This design comes from an exercise in tuning for small area, a short achievable clock period and few clock cycles on the open sky130 flow, not from production work. In this exercise RTL edits were held to simulation tests only and were not proved equivalent to the original.

Design qsim_top, start of the top module:
module qsim_top (
  input  logic        clk,
  input  logic        reset_n,
  input  logic        dut_valid,
  output logic        dut_ready,
  output logic [15:0] in_read_address,
  input  logic [63:0] in_read_data,
  output logic [15:0] gate_read_address,
  input  logic [63:0] gate_read_data,
  output logic        out_write_enable,
  output logic [15:0] out_write_address,
  output logic [63:0] out_write_data
);
Size: about 17000 cells after synthesis, about 180000 um2 of cells after synthesis.
==> flow/config.mk <==
export PLATFORM = sky130hd
export DESIGN_NAME = qsim_top
export DESIGN_NICKNAME = qsim_top
export VERILOG_FILES = /design/flow/design.v
export SDC_FILE = /design/flow/constraint.sdc
export NUM_CORES = 4
export LEC_CHECK = 0
export CAP_MARGIN = 20
export CORE_MARGIN = 2
export CORE_UTILIZATION = 55
export CTS_CLUSTER_DIAMETER = 60
export CTS_CLUSTER_SIZE = 28
export SETUP_SLACK_MARGIN = 5
export SLEW_MARGIN = 20
==> flow/constraint.sdc <==
create_clock -name core_clock -period 12.5 [get_ports {clk}]
set_input_delay 2.5000 -clock core_clock [delete_from_list [all_inputs] [get_ports {clk}]]
set_output_delay 2.5000 -clock core_clock [all_outputs]
set_load 0.01 [all_outputs]
standard.sh (not shown) runs the stock make flow with config.mk's settings and CLKGATE_MAP_FILE= SYNTH_SCRIPT=/design/flow/synth_recipe.tcl, a recipe that flattens the netlist after the stock synthesis.
==> flow/flow/run.sh <==
#!/bin/bash
# Standard synthesis unchanged, then the standard layout with repair_timing
# asked to leave more setup slack than the 12.5 ns clock needs.
set -euo pipefail
MARGIN=$(cat flow/margin.txt)
bash standard.sh synth > synth.log 2>&1
bash standard.sh SETUP_SLACK_MARGIN=$MARGIN finish > layout.log 2>&1
==> flow/flow/margin.txt <==
8.25
Testbench counts at the start, summed over its fixed seeds: cycles 58,226.
Change:
==> flow/flow/margin.txt (replaced) <==
8
Result:
- worst setup slack gets worse by 64 ps
- count of clock-buffer cells in the layout is higher by 8
- routed wire length is lower by 1.5%
- register-to-register slack loses 60 ps
- synthesized area does not change
- sequential cell count does not change
- core utilization went down by 0.78 points
Change:
CORE_UTILIZATION = 60   (was 55)
Wire length came out higher by a few percent.
Final area goes down slightly.
Clock-buffer cell count goes down by 16.
First-iteration DRC count goes up by roughly a tenth.
Change:
CORE_UTILIZATION = 55   (was 60)
CTS_CLUSTER_DIAMETER = default   (was 60)
CTS_CLUSTER_SIZE = default   (was 28)
The new run went through all stages and came out clean; via count goes down by about 2.7%; final area goes up by about 2.6%; clock skew goes up by 37 ps; non-clock buffer count goes up by 34; worst setup slack improved by 46 ps.

* * *

qsim_top, a different RTL version from the one above (not shown whole).
Size in the first run: roughly 14000 cells after synthesis, about 250 I/O pins, about 0.18 mm^2 of cells after synthesis.
clock: 12.5 ns
lec_check: 0
cap_margin: 20
core_margin: 2
core_utilization: 40
setup_slack_margin: 5
slew_margin: 20
==> flow/flow/margin.txt <==
8
Scripts as last shown in full above: flow/flow/run.sh
Testbench counts at the start, summed over its fixed seeds: cycles 58,098.
==> next run, changes <==
==> flow/run.sh (new file) <==
#!/bin/bash
# synth_recipe.tcl (not shown) runs the flow's synth.tcl, then flattens the netlist and writes it again
# the make line also repeats each setting of config.mk as NAME=value (left out here)
make -C /OpenROAD-flow-scripts/flow DESIGN_CONFIG=/design/flow/config.mk WORK_HOME=/design/flow/orfs CLKGATE_MAP_FILE= SYNTH_SCRIPT=/design/flow/synth_recipe.tcl finish
removed: flow/flow/run.sh
removed: flow/flow/margin.txt
removed: flow/standard.sh
First-iteration DRC count falls by a few percent. Setup slack is worse by 1.2 ns. Sequential share of layout area rises by 1.1 points. Register-to-register slack is worse by 1.2 ns. Design area falls by a few percent. Worst hold slack is worse by 0.0090 ns.

* * *

RTL: one of the versions met above, not the one the previous note started from.
Size in the first run: roughly 17,000 cells after synthesis, ~3,200 flip-flops, ~250 I/O pins, ~0.18 mm2 of cells after synthesis.
==> flow/config.mk <==
export PLATFORM = sky130hd
export DESIGN_NAME = qsim_top
export DESIGN_NICKNAME = qsim_top
export VERILOG_FILES = /design/flow/design.v
export SDC_FILE = /design/flow/constraint.sdc
export NUM_CORES = 4
export LEC_CHECK = 0
export CAP_MARGIN = 20
export CORE_MARGIN = 2
export CORE_UTILIZATION = 55
export SETUP_SLACK_MARGIN = 5
export SLEW_MARGIN = 20
==> flow/constraint.sdc <==
create_clock -name core_clock -period 12.5 [get_ports {clk}]
set_input_delay 2.5000 -clock core_clock [delete_from_list [all_inputs] [get_ports {clk}]]
set_output_delay 2.5000 -clock core_clock [all_outputs]
set_load 0.01 [all_outputs]
==> flow/flow/run.sh <==
#!/bin/bash
# Standard synthesis unchanged, then the standard layout with repair_timing
# asked to leave more setup slack than the 12.5 ns clock needs.
set -euo pipefail
MARGIN=$(cat flow/margin.txt)
bash standard.sh synth > synth.log 2>&1
bash standard.sh SETUP_SLACK_MARGIN=$MARGIN finish > layout.log 2>&1
==> flow/flow/margin.txt <==
7.4
Testbench counts at the start, summed over its fixed seeds: cycles 58,226.
Change:
==> flow/flow/margin.txt (replaced) <==
8.25
Settings changed: CORE_UTILIZATION 55 to 60, CTS_CLUSTER_DIAMETER from default to 60, CTS_CLUSTER_SIZE from default to 28.
=> Cell count went down by 1.7%. Synthesized cell count is unchanged. Die area is lower by 8.3%. Sequential share of layout area went down by 0.17 points. Routed wire length rose by 2.5%.
Change:
==> flow/flow/margin.txt (replaced) <==
8.6
Settings changed: CORE_UTILIZATION 60 to 55, CTS_CLUSTER_DIAMETER 60 to default, CTS_CLUSTER_SIZE 28 to default.
What happened: The changed run completed without violations. First-iteration DRC count fell by a few percent. Via count rose slightly. Area after synthesis stays the same. Hold slack degrades by 0.015 ns. Die area rose by roughly a tenth. Routed wire length rose by a few percent. Clock skew fell by 0.014 ns. Non-clock buffer count rose by 445.

==> static timing again, ports no longer ideal <==
In the flow no input, the clock included, has a driving cell. The finished layouts below were timed again as built, in two steps. Step 1: set_driving_cell puts a clkbuf_16 on clk and a buf_2 on each other input, an assumption about the parent block. Step 2 times the ports against the registers' clock, not the clock port: input delays grow and output delays shrink by t, the midpoint of the rising clock arrivals with the driver on. a / b / c = no drivers / after step 1 / after step 2; a / b = the first two.
| run | t, ns | slack for setup (ns) | hold WS [ns] | worst slew at a driven data input, ns | pins driven straight from the clock port |
|---|---|---|---|---|---|
| the first run of note 1 | 1.081 | 7.984 / 7.984 / 7.536 | 0.291 / 0.291 / 0.291 | 0.09 | 1 |
| the second run of note 1 | 1.083 | 7.920 / 7.920 / 7.082 | 0.301 / 0.301 / 0.301 | 0.10 | 1 |
| the third run of note 1 | 1.066 | 7.884 / 7.884 / 7.633 | 0.293 / 0.293 / 0.293 | 0.08 | 1 |
| the fourth run of note 1 | 1.069 | 7.929 / 7.925 / 7.089 | 0.287 / 0.287 / 0.287 | 0.09 | 1 |
| the first run of note 2 | 1.048 | 7.779 / 7.779 / 7.352 | 0.324 / 0.324 / 0.324 | 0.11 | 1 |
| the second run of note 2 | 1.078 | 6.563 / 6.563 / 6.563 | 0.315 / 0.315 / 0.315 | 0.06 | 1 |
| the first run of note 3 | 1.059 | 7.295 / 7.295 / 6.934 | 0.289 / 0.289 / 0.289 | 0.11 | 1 |
| the second run of note 3 | 1.078 | 7.937 / 7.937 / 7.364 | 0.310 / 0.310 / 0.310 | 0.08 | 1 |
| the third run of note 3 | 1.052 | 8.029 / 8.029 / 7.731 | 0.294 / 0.294 / 0.294 | 0.11 | 1 |
After both steps every run listed still meets setup and hold. For the fourth run of note 1, which loses most, drivers alone change the setup slack by -0.004 ns; drivers and shift together by -0.840 ns.
